Background: an optimization exercise with open tools, aiming at small area and a short achievable clock period. Do not read the settings as production practice.
In this exercise RTL edits were held to simulation tests only and were not proved equivalent to the original.

==> flow/design.v <==
module mul_div_unit #(
   parameter int MULT_CYCLES = 5,
   parameter int DIV_CYCLES  = 10
) (
   input  logic        clk,
   input  logic        reset,
   input  logic [2:0]  op,
   input  logic        start,
   input  logic [31:0] rs_data,
   input  logic [31:0] rt_data,
   output logic        busy,
   output logic        done,
   output logic [31:0] hi,
   output logic [31:0] lo
);
   localparam logic [2:0] OP_MULT  = 3'd1;
   localparam logic [2:0] OP_MULTU = 3'd2;
   localparam logic [2:0] OP_DIV   = 3'd3;
   localparam logic [2:0] OP_DIVU  = 3'd4;
   localparam logic [2:0] OP_MTHI  = 3'd5;
   localparam logic [2:0] OP_MTLO  = 3'd6;
   logic [3:0]  count;
   logic        is_div;
   logic        sgn;       
   logic        neg_q;     
   logic        neg_r;     
   logic        dz;        
   logic [31:0] x;         
   logic [31:0] b;         
   logic [32:0] a;         
   logic        is_muldiv;
   assign is_muldiv = start && (op >= OP_MULT) && (op <= OP_DIVU);
   assign busy      = is_muldiv || (count != 4'd0);
   wire launch = (count == 4'd0) && is_muldiv;
   wire op_div = op[2] | (op[1] & op[0]);
   wire op_sd  = (op == OP_DIV);
   logic [32:0] ma;
   logic [31:0] mb;
   logic [32:0] ma4;
   logic [31:0] mb4;
   logic [32:0] xs;
   logic [33:0] t;
   logic        last;
   assign last = (count == 4'd1);
   always_comb begin
      xs = {sgn & x[31], x};
      ma = a;
      mb = b;
      ma4 = '0;
      mb4 = '0;
      for (int r = 0; r < 7; r++) begin
         if (last && r == 3 && sgn)
            t = {ma[32], ma} - (mb[0] ? {xs[32], xs} : 34'd0);
         else
            t = {ma[32], ma} + (mb[0] ? {xs[32], xs} : 34'd0);
         mb = {t[0], mb[31:1]};
         ma = t[33:1];
         if (r == 3) begin
            ma4 = ma;
            mb4 = mb;
         end
      end
   end
   logic [31:0] dr;
   logic [31:0] dq;
   logic [32:0] d2;
   logic [33:0] dt;
   always_comb begin
      dr = a[31:0];
      dq = b;
      for (int r = 0; r < 4; r++) begin
         d2 = {dr, dq[31]};
         dt = {1'b0, d2} - {2'b0, x};
         dq = {dq[30:0], ~dt[33]};
         dr = dt[33] ? d2[31:0] : dt[31:0];
      end
   end
   wire [31:0] q_out = neg_q ? -b : b;
   wire [31:0] r_out = neg_r ? -a[31:0] : a[31:0];
   wire [31:0] abs_rs = (op_sd & rs_data[31]) ? -rs_data : rs_data;
   wire [31:0] abs_rt = (op_sd & rt_data[31]) ? -rt_data : rt_data;
   always_ff @(posedge clk) begin
      if (reset) begin
         count <= 4'd0;
         done  <= 1'b0;
         hi    <= 32'd0;
         lo    <= 32'd0;
      end else begin
         done <= 1'b0;
         if (count != 4'd0) begin
            count <= count - 4'd1;
            if (last) begin
               done <= 1'b1;
               if (!is_div) begin
                  hi <= ma4[31:0];
                  lo <= mb4;
               end else if (!dz) begin
                  hi <= r_out;
                  lo <= q_out;
               end
            end
         end else if (start) begin
            case (op)
               OP_MULT, OP_MULTU: count <= 4'(MULT_CYCLES);
               OP_DIV, OP_DIVU:   count <= 4'(DIV_CYCLES);
               OP_MTHI: hi <= rs_data;
               OP_MTLO: lo <= rs_data;
               default: ;
            endcase
         end
      end
   end
   always_ff @(posedge clk) begin
      if (launch) begin
         is_div <= op_div;
         sgn    <= (op == OP_MULT);
         neg_q  <= op_sd & (rs_data[31] ^ rt_data[31]);
         neg_r  <= op_sd & rs_data[31];
         dz     <= (rt_data == 32'd0);
         x      <= op_div ? abs_rt : rt_data;
         b      <= op_div ? abs_rs : rs_data;
         a      <= 33'd0;
      end else if (!is_div) begin
         a <= ma;
         b <= mb;
      end else if (count > 4'd2) begin
         a <= {1'b0, dr};
         b <= dq;
      end
   end
endmodule
==> flow/run.sh <==
#!/bin/bash
# synth_recipe.tcl (not shown) runs the flow's synth.tcl, then flattens the netlist and writes it again
# the make line also repeats each setting of config.mk as NAME=value (left out here)
make -C /OpenROAD-flow-scripts/flow DESIGN_CONFIG=/design/flow/config.mk WORK_HOME=/design/flow/orfs CLKGATE_MAP_FILE= SYNTH_SCRIPT=/design/flow/synth_recipe.tcl finish
==> flow/config.mk <==
export PLATFORM = sky130hd
export DESIGN_NAME = mul_div_unit
export DESIGN_NICKNAME = mul_div_unit
export VERILOG_FILES = /design/flow/design.v
export SDC_FILE = /design/flow/constraint.sdc
export NUM_CORES = 4
export LEC_CHECK = 0
export CAP_MARGIN = 20
export CORE_MARGIN = 2
export CORE_UTILIZATION = 25
export PLACE_DENSITY = 0.35
export SLEW_MARGIN = 20
==> flow/constraint.sdc <==
create_clock -name core_clock -period 260.0 [get_ports {clk}]
set_input_delay 52.0000 -clock core_clock [delete_from_list [all_inputs] [get_ports {clk}]]
set_output_delay 52.0000 -clock core_clock [all_outputs]
set_load 0.01 [all_outputs]
==> run notes, run 1 <==
Yosys cell types=77; layout cells sized above 1=4.21%; CORE AREA=119000 um^2; Num CTS Buffers=17; IO Count=136; global placer's final weighted congestion=0.837; Async SR Flop Fraction=0%; final hold vios=0; Post-DP HPWL=105000 um; drt total wl=128000 um; Worst-path clk slew=0.08 ns; Setup Buffers After CTS=0; Core Rows=127; initial antenna violation count=8; Die Y=350 um; Final TNS setup=0 ns; Seq/Total Area, Yosys=13.7%; crit-path leading delay family=buffers and inverters; pre-CTS setup slack=154.44 ns; crit-path max FO=6; Arrival @ worst endpoint=53.56 ns; most frequent cells in the layout=395 x nor2_1, 388 x a21oi_1, 368 x ha_1; Final WS setup=154.44 ns; synthesized cell area=30000 um^2; YS warnings=1; WP buf/inv=2; DR pass1 iterations=5; Initial Util=25.1%; Max Cap Viol=0; commonest non-fill, non-tap cell in the layout=nor2_1; largest net degree at the start of global routing=142; Root Driver=clkbuf_16; Post-Layout Cell Count=5745; Worst-Skew Late Latency=0.53 ns; placed insts=5712; Synth Flop Type=dfxtp_1; Final ANT Viol Nets=0; port buffer count=135; clock buffer depth=2; Seq cells post-synth=171; crit start category=input pin; Least-Margin Pin Slew=1.08 ns; CTS tree=done; first-pass GRT wire length=188000 um; Crit. End Element=output port; Slew Viols, Final=0; Die W=350 um; Mapped Avg Cell Area=7.36 um^2; status=complete, no violations; DRC violations left=0; EDFF count, synth=69; via count=29642; CTS resizes=0; CP required=208.00 ns; largest stage delay on the critical path=0.53 ns; Crit-path slowest cell=clkdlybuf4s50_1; vias per cell=5.16; cts hold-fix bufs=0; period utilisation layout=40.6%; global route overflow=0; Tmin final=105.56 ns; Layout Nets=4568; Final setup viols=0; Hold Path Class=flip-flop to flip-flop; Syn Inst Count=4079; Worst slew margin=27.2%; FMAX=9.47 MHz; critical path class=input pin to output port; crit path cell chain=clkdlybuf4s50_1, nor2_1, xnor2_1, nand2_1, nand2_1, clkdlybuf4s50_1; CTS HTree Levels=4; Avg WL per Cell=22.2 um; clock skew=0.0267 ns; full die area=123000 um^2; area delta synth->final=12.5%; Starting DRT DRC Count=1593; GRT Util Overall=20.4%; syn nets=4528; RSZ-0062 raised after global routing=false; vias in the first global route=29530; Num Clock Sinks=171
-- kinds of logic after synthesis --
group,synth area share [%]
XOR/XNOR,12.7
flip-flops,13.7
AO/OA/AOI/OAI,28.6
buffers and inverters,4.14
multiplexers,3.32
AND/OR/NAND/NOR,21.5
adder cells (fa/ha/maj),16.1
-- worst reg2reg max path, delay by kind of cell, from the launching register on --
family | cells | cell delay, ns
buffers and inverters | 7 | 2.08
AO/OA/AOI/OAI | 28 | 7.31
flip-flops | 1 | 0.66
AND/OR/NAND/NOR | 13 | 2.87
adder cells (fa/ha/maj) | 4 | 1.28
multiplexers | 2 | 0.93
-- layout make-up --
class / instances / area (um^2)
timing repair buffer: 183 / 1720
multi-input combinational: 3581 / 24700
sequential: 171 / 4110
fill: 13189 / 85700
tap: 1612 / 2020
antenna: 1 / 2.50
clock inverter: 13 / 138
inverter: 165 / 622
clock buffer: 19 / 464
-- per-stage QoR --
step                hold slack (ns)  instance area [um^2]  util (%)
global placement              0.449                 33200      27.8
global route                  0.503                 33800      28.3
floorplan                     0.476                 30000         -
detailed placement            0.449                 33200      27.8
finish                        0.459                 33800      28.3
CTS                           0.460                 33800      28.3
-- flip-flops by register name, summed over array words and instances, names as in the netlist --
name,cells
lo,32
sgn,1
dz,1
neg_q,1
x,32
b,32
is_div,1
neg_r,1
count,4
done,1
hi,32
a,33
-- path summary, 6_finish.rpt --
path / start / to / slack [ns] / cells after the start
min reg2reg: hi[23] / hi[23] / 0.46 / 2
min: hi[23] / hi[23] / 0.46 / 2
max: op[1] / busy / 154.44 / 6
max reg2reg: x[6] / a[1] / 244.79 / 54
-- layer usage --
layer  global-route usage, %  wire [um]  vias to the layer above
met5                       0         18                        -
met4                    2.97       1150                        2
met3                    1.82       3800                       58
met2                    35.1      60000                      422
met1                    28.0      62800                    14179
li1                        -          -                    14981
-- synth_stat cells (9+ instances only) --
cell       instances  area share, %
inv_1            162            2.0
nand4_1           28           0.58
a22oi_1           14           0.35
o2111ai_1         12           0.35
nand2_1          336            4.2
nor3b_1            9           0.23
nand3_1           88            1.5
o31ai_1           48            1.2
a21o_1           143            3.6
or3_1             33           0.69
and2_1           149            3.1
a21oi_1          390            6.5
dfxtp_1          102            6.8
buf_1             11           0.14
o41ai_1           18           0.53
o21ai_0          243            4.1
nor3_1            74            1.2
or4_1             18           0.45
or2_2             18           0.38
xnor2_1          260            7.6
nand2b_1          55            1.1
nor2_1           397            5.0
a21boi_0          14           0.35
clkbuf_1         143            1.8
edfxtp_1          69            6.9
o211ai_1          54            1.4
ha_1             368             15
nor2b_1           55            1.1
nor4_1            17           0.35
a31oi_1           45           0.94
o21bai_1          43            1.1
xor2_1           174            5.1
fa_1              11           0.73
o21a_1            57            1.4
o221ai_1          25           0.73
a31o_2             9           0.26
a311oi_1          19           0.55
a211oi_1         100            2.5
mux2i_1           41            1.4
o21ai_1            9           0.15
and3_1            40           0.83
o31a_1            16           0.47
mux2_2            52            2.0
==> inputs of run 2 (changes only) <==
--- a/flow/config.mk
+++ b/flow/config.mk
@@ -5,8 +5,9 @@
 export SDC_FILE = /design/flow/constraint.sdc
 export NUM_CORES = 4
 export LEC_CHECK = 0
+export ABC_AREA = 1
 export CAP_MARGIN = 20
 export CORE_MARGIN = 2
-export CORE_UTILIZATION = 25
-export PLACE_DENSITY = 0.35
+export CORE_UTILIZATION = 50
+export PLACE_DENSITY = 0.6
 export SLEW_MARGIN = 20
==> run 2 against run 1 <==
Effect of this change:
- still clean
- design area grew 7.0%
- worst setup slack lost 0.044 ns
- synthesized area rose by 11%
- routed wire length rose by 8.4%
- final cell count grew 14%
==> run notes, run 2 <==
Num Clock Sinks=171 (unchanged); drt total wl=138000 um (+8.4%); Slew Viols, Final=0 (unchanged); Seq cells post-synth=171 (unchanged); Final Core Density=54.9% (+27 points); r2r endpoint=a[31]; syn nets=6069 (+34%); Crit. End Element=output port; Post-DP HPWL=114000 um (+8.7%); crit path cell chain=clkdlybuf4s50_1, inv_1, nand3_1, nand2_1, nand2_1, nand2_1, clkdlybuf4s50_1; Synth Flop Type=dfxtp_1; IO Count=136 (unchanged); Least-Margin Pin Slew=1.00 ns (-0.0772 ns); global placer's final weighted congestion=1.02 (+22%); Worst slew margin=32.8% (+5.6 points); placed insts=6513 (+14%); Avg WL per Cell=21.1 um (-5.0%); area delta synth->final=8.42%; Setup crit end=busy; Filler cells=7091 (-46%); most frequent cells after synthesis=1447 x nand2_1, 843 x inv_1, 496 x a21oi_1; R2R depth=59 (+9.3%); Largest Register=a; Layout Nets=6118 (+34%); vias per cell=5.79 (+12%); top cell type's share of synthesized area=16.3% (+0.95 points); FMAX=9.47 MHz (about the same); layout cells sized above 1=2.76% (-1.4 points); status=complete, no violations; RSZ-0062 raised after global routing=false; Arrival @ worst endpoint=53.61 ns (+0.05 ns); clock buffer depth=2 (unchanged); commonest non-fill, non-tap cell in the layout=nand2_1; full die area=68800 um^2 (-44%); YS warnings=1 (unchanged); synthesized cell area=33300 um^2 (+11%); CTS tree=done; footprint of the multi-input gates=25300 um^2 (+2.5%); Final setup viols=0 (unchanged); CTS resizes=0 (unchanged); first-pass GRT wire length=206000 um (+9.6%); crit-path leading delay family=buffers and inverters; crit start category=input pin; GRT Util Overall=39.0% (+19 points); Largest register FFs=33 (unchanged); largest net degree at the start of global routing=182 (+28%); Hold Path Class=flip-flop to flip-flop; r2r startpoint=x[4]; Yosys cell types=72 (-6.5%); CP Depth=7 (+1); DRC violations left=0 (unchanged); Top cell by count, worst path=nand2_1; Max Cap Viol=0 (unchanged); period utilisation layout=40.6% (about the same); Starting DRT DRC Count=4296 (+170%); Yosys top cell by area=nand2_1; final hold vios=0 (unchanged); Initial Util=50.6% (+26 points); via count=37908 (+28%); DR pass1 iterations=6 (+1); Die Y=262 um (-25%); critical path class=input pin to output port; initial antenna violation count=18 (+10); Final ANT Viol Nets=0 (unchanged); clock skew=0.0301 ns (+0.00343 ns); Root Driver=clkbuf_16; R2R Setup Slk=246.53 ns (+1.74 ns); Worst-Skew Late Latency=0.51 ns (-0.02 ns); Area after DPL=35500 um^2 (+7.1%); Async SR Flop Fraction=0% (unchanged); most frequent cells in the layout=1446 x nand2_1, 842 x inv_1, 495 x a21oi_1; port buffer count=135 (unchanged); largest stage delay on the critical path=0.57 ns (+0.04 ns); Crit-path slowest cell=clkdlybuf4s50_1; most frequent cell after synthesis=nand2_1; Core Rows=94 (-26%); Worst-path clk slew=0.08 ns (about the same); Seq/Total Area, Yosys=12.3% (-1.4 points); Setup crit start=op[1]; cts hold-fix bufs=0 (unchanged); Die W=262 um (-25%); Reg area=4110 um^2 (unchanged); Tmin final=105.61 ns (+0.0440 ns); CORE AREA=65900 um^2 (-45%); Syn Inst Count=5620 (+38%); largest cells by area after synthesis=nand2_1 16%, ha_1 14%, inv_1 9.5%, xor2_1 7.5%, a21oi_1 7.4%; global route overflow=0 (unchanged); CP required=208.00 ns (about the same); vias in the first global route=34036 (+15%); Final TNS setup=0 ns (unchanged); crit-path max FO=5 (-1); Final Cell Area=36200 um^2 (+7.0%); Setup Buffers After CTS=0 (unchanged); WP buf/inv=3 (+1); CTS HTree Levels=4 (unchanged); Mapped Avg Cell Area=5.93 um^2 (-19%); EDFF count, synth=69 (unchanged); Post-Layout Cell Count=6551 (+14%); Num CTS Buffers=17 (unchanged)
[run 2: cell count changes after synthesis, sizes merged, moves of 69 or more]
cell	change
a211oi	-87
xnor2	-133
nand3	+136
and2	-148
inv	+686
nand2	+1128
o21ai	+242
a21o	-113
a21oi	+109
xor2	+112
nor2	+69
[run 2: logic make-up (layout without fill, tap and decap cells)]
group | after synthesis | count (layout) | synth area share (%)
AND/OR/NAND/NOR | 2354 | 2354 | 29.0
AO/OA/AOI/OAI | 1283 | 1283 | 21.4
buffers and inverters | 1017 | 1079 | 11.8
XOR/XNOR | 414 | 414 | 10.9
adder cells (fa/ha/maj) | 379 | 379 | 14.5
flip-flops | 171 | 171 | 12.3
multiplexers | 2 | 2 | 0.0600
other | 0 | 5 | 0
[run 2: cell type report]
cell class                      instances  area share, %
Antenna cell                            5         0.0346
Clock inverter                         14          0.481
Clock buffer                           18           1.19
Tap cell                              864           2.99
Sequential cell                       171           11.4
Inverter                              853           8.88
Multi-Input combinational cell       4432           70.0
Timing Repair Buffer                  194           5.02
[run 2: worst register-to-register path, delay by kind of cell, from the launching register on]
family / cells / cell delay, ns
AO/OA/AOI/OAI: 16 / 3.68
adder cells (fa/ha/maj): 7 / 2.57
AND/OR/NAND/NOR: 25 / 4.35
buffers and inverters: 5 / 0.49
flip-flops: 1 / 0.84
XOR/XNOR: 6 / 1.43
[run 2: per-layer routing]
layer,global-route usage (%),wire length (um)
met5,0,41
met4,14.6,5770
met3,7.96,13900
met2,59.4,58500
met1,53.9,60100
[run 2: worst min path at each step]
stage / cells after the start / from / to / slack, ns
6_report: 2 / a[30] / a[30] / 0.46
5_1_grt: 2 / a[30] / a[30] / 0.52
4_1_cts: 2 / a[30] / a[30] / 0.46
3_5_place_dp: 2 / a[30] / a[30] / 0.44
3_3_place_gp: 2 / a[30] / a[30] / 0.44
2_1_floorplan: 2 / a[32] / a[32] / 0.43
[run 2: through the flow]
step | worst slack, ns | hold WS, ns
after CTS | 154.42 | 0.458
after global placement | 154.42 | 0.439
after detailed placement | 154.43 | 0.442
after floorplan | 155.55 | 0.435
final | 154.39 | 0.457
after global routing | 154.26 | 0.518

==> afterwards: timing with drivers on the ports <==
In the flow no input, the clock included, has a driving cell. The finished layouts below were timed again as built, in two steps. Step 1 (the two cells are an assumption about what drives the block):
set clk [get_ports {clk}]
set_driving_cell -lib_cell sky130_fd_sc_hd__clkbuf_16 $clk
set_driving_cell -lib_cell sky130_fd_sc_hd__buf_2 [delete_from_list [all_inputs] $clk]
Step 2 also shifts input and output timing later by t, the mid clock arrival at the registers, as if the neighbouring blocks saw the same clock. Three values: ideal ports, drivers, drivers and shift; two values: the first two.
run	t, ns	slack for setup (ns)	clock arrival spread, ns	pins driven straight from the clock port
run 1	0.586	154.438 / 154.411 / 154.411	0.026 / 0.026	1
run 2	0.563	154.394 / 154.374 / 154.374	0.030 / 0.030	1
After both steps every run listed still meets setup and hold. For run 1, which loses most, drivers alone change the setup slack by -0.027 ns; drivers and shift together by -0.027 ns.
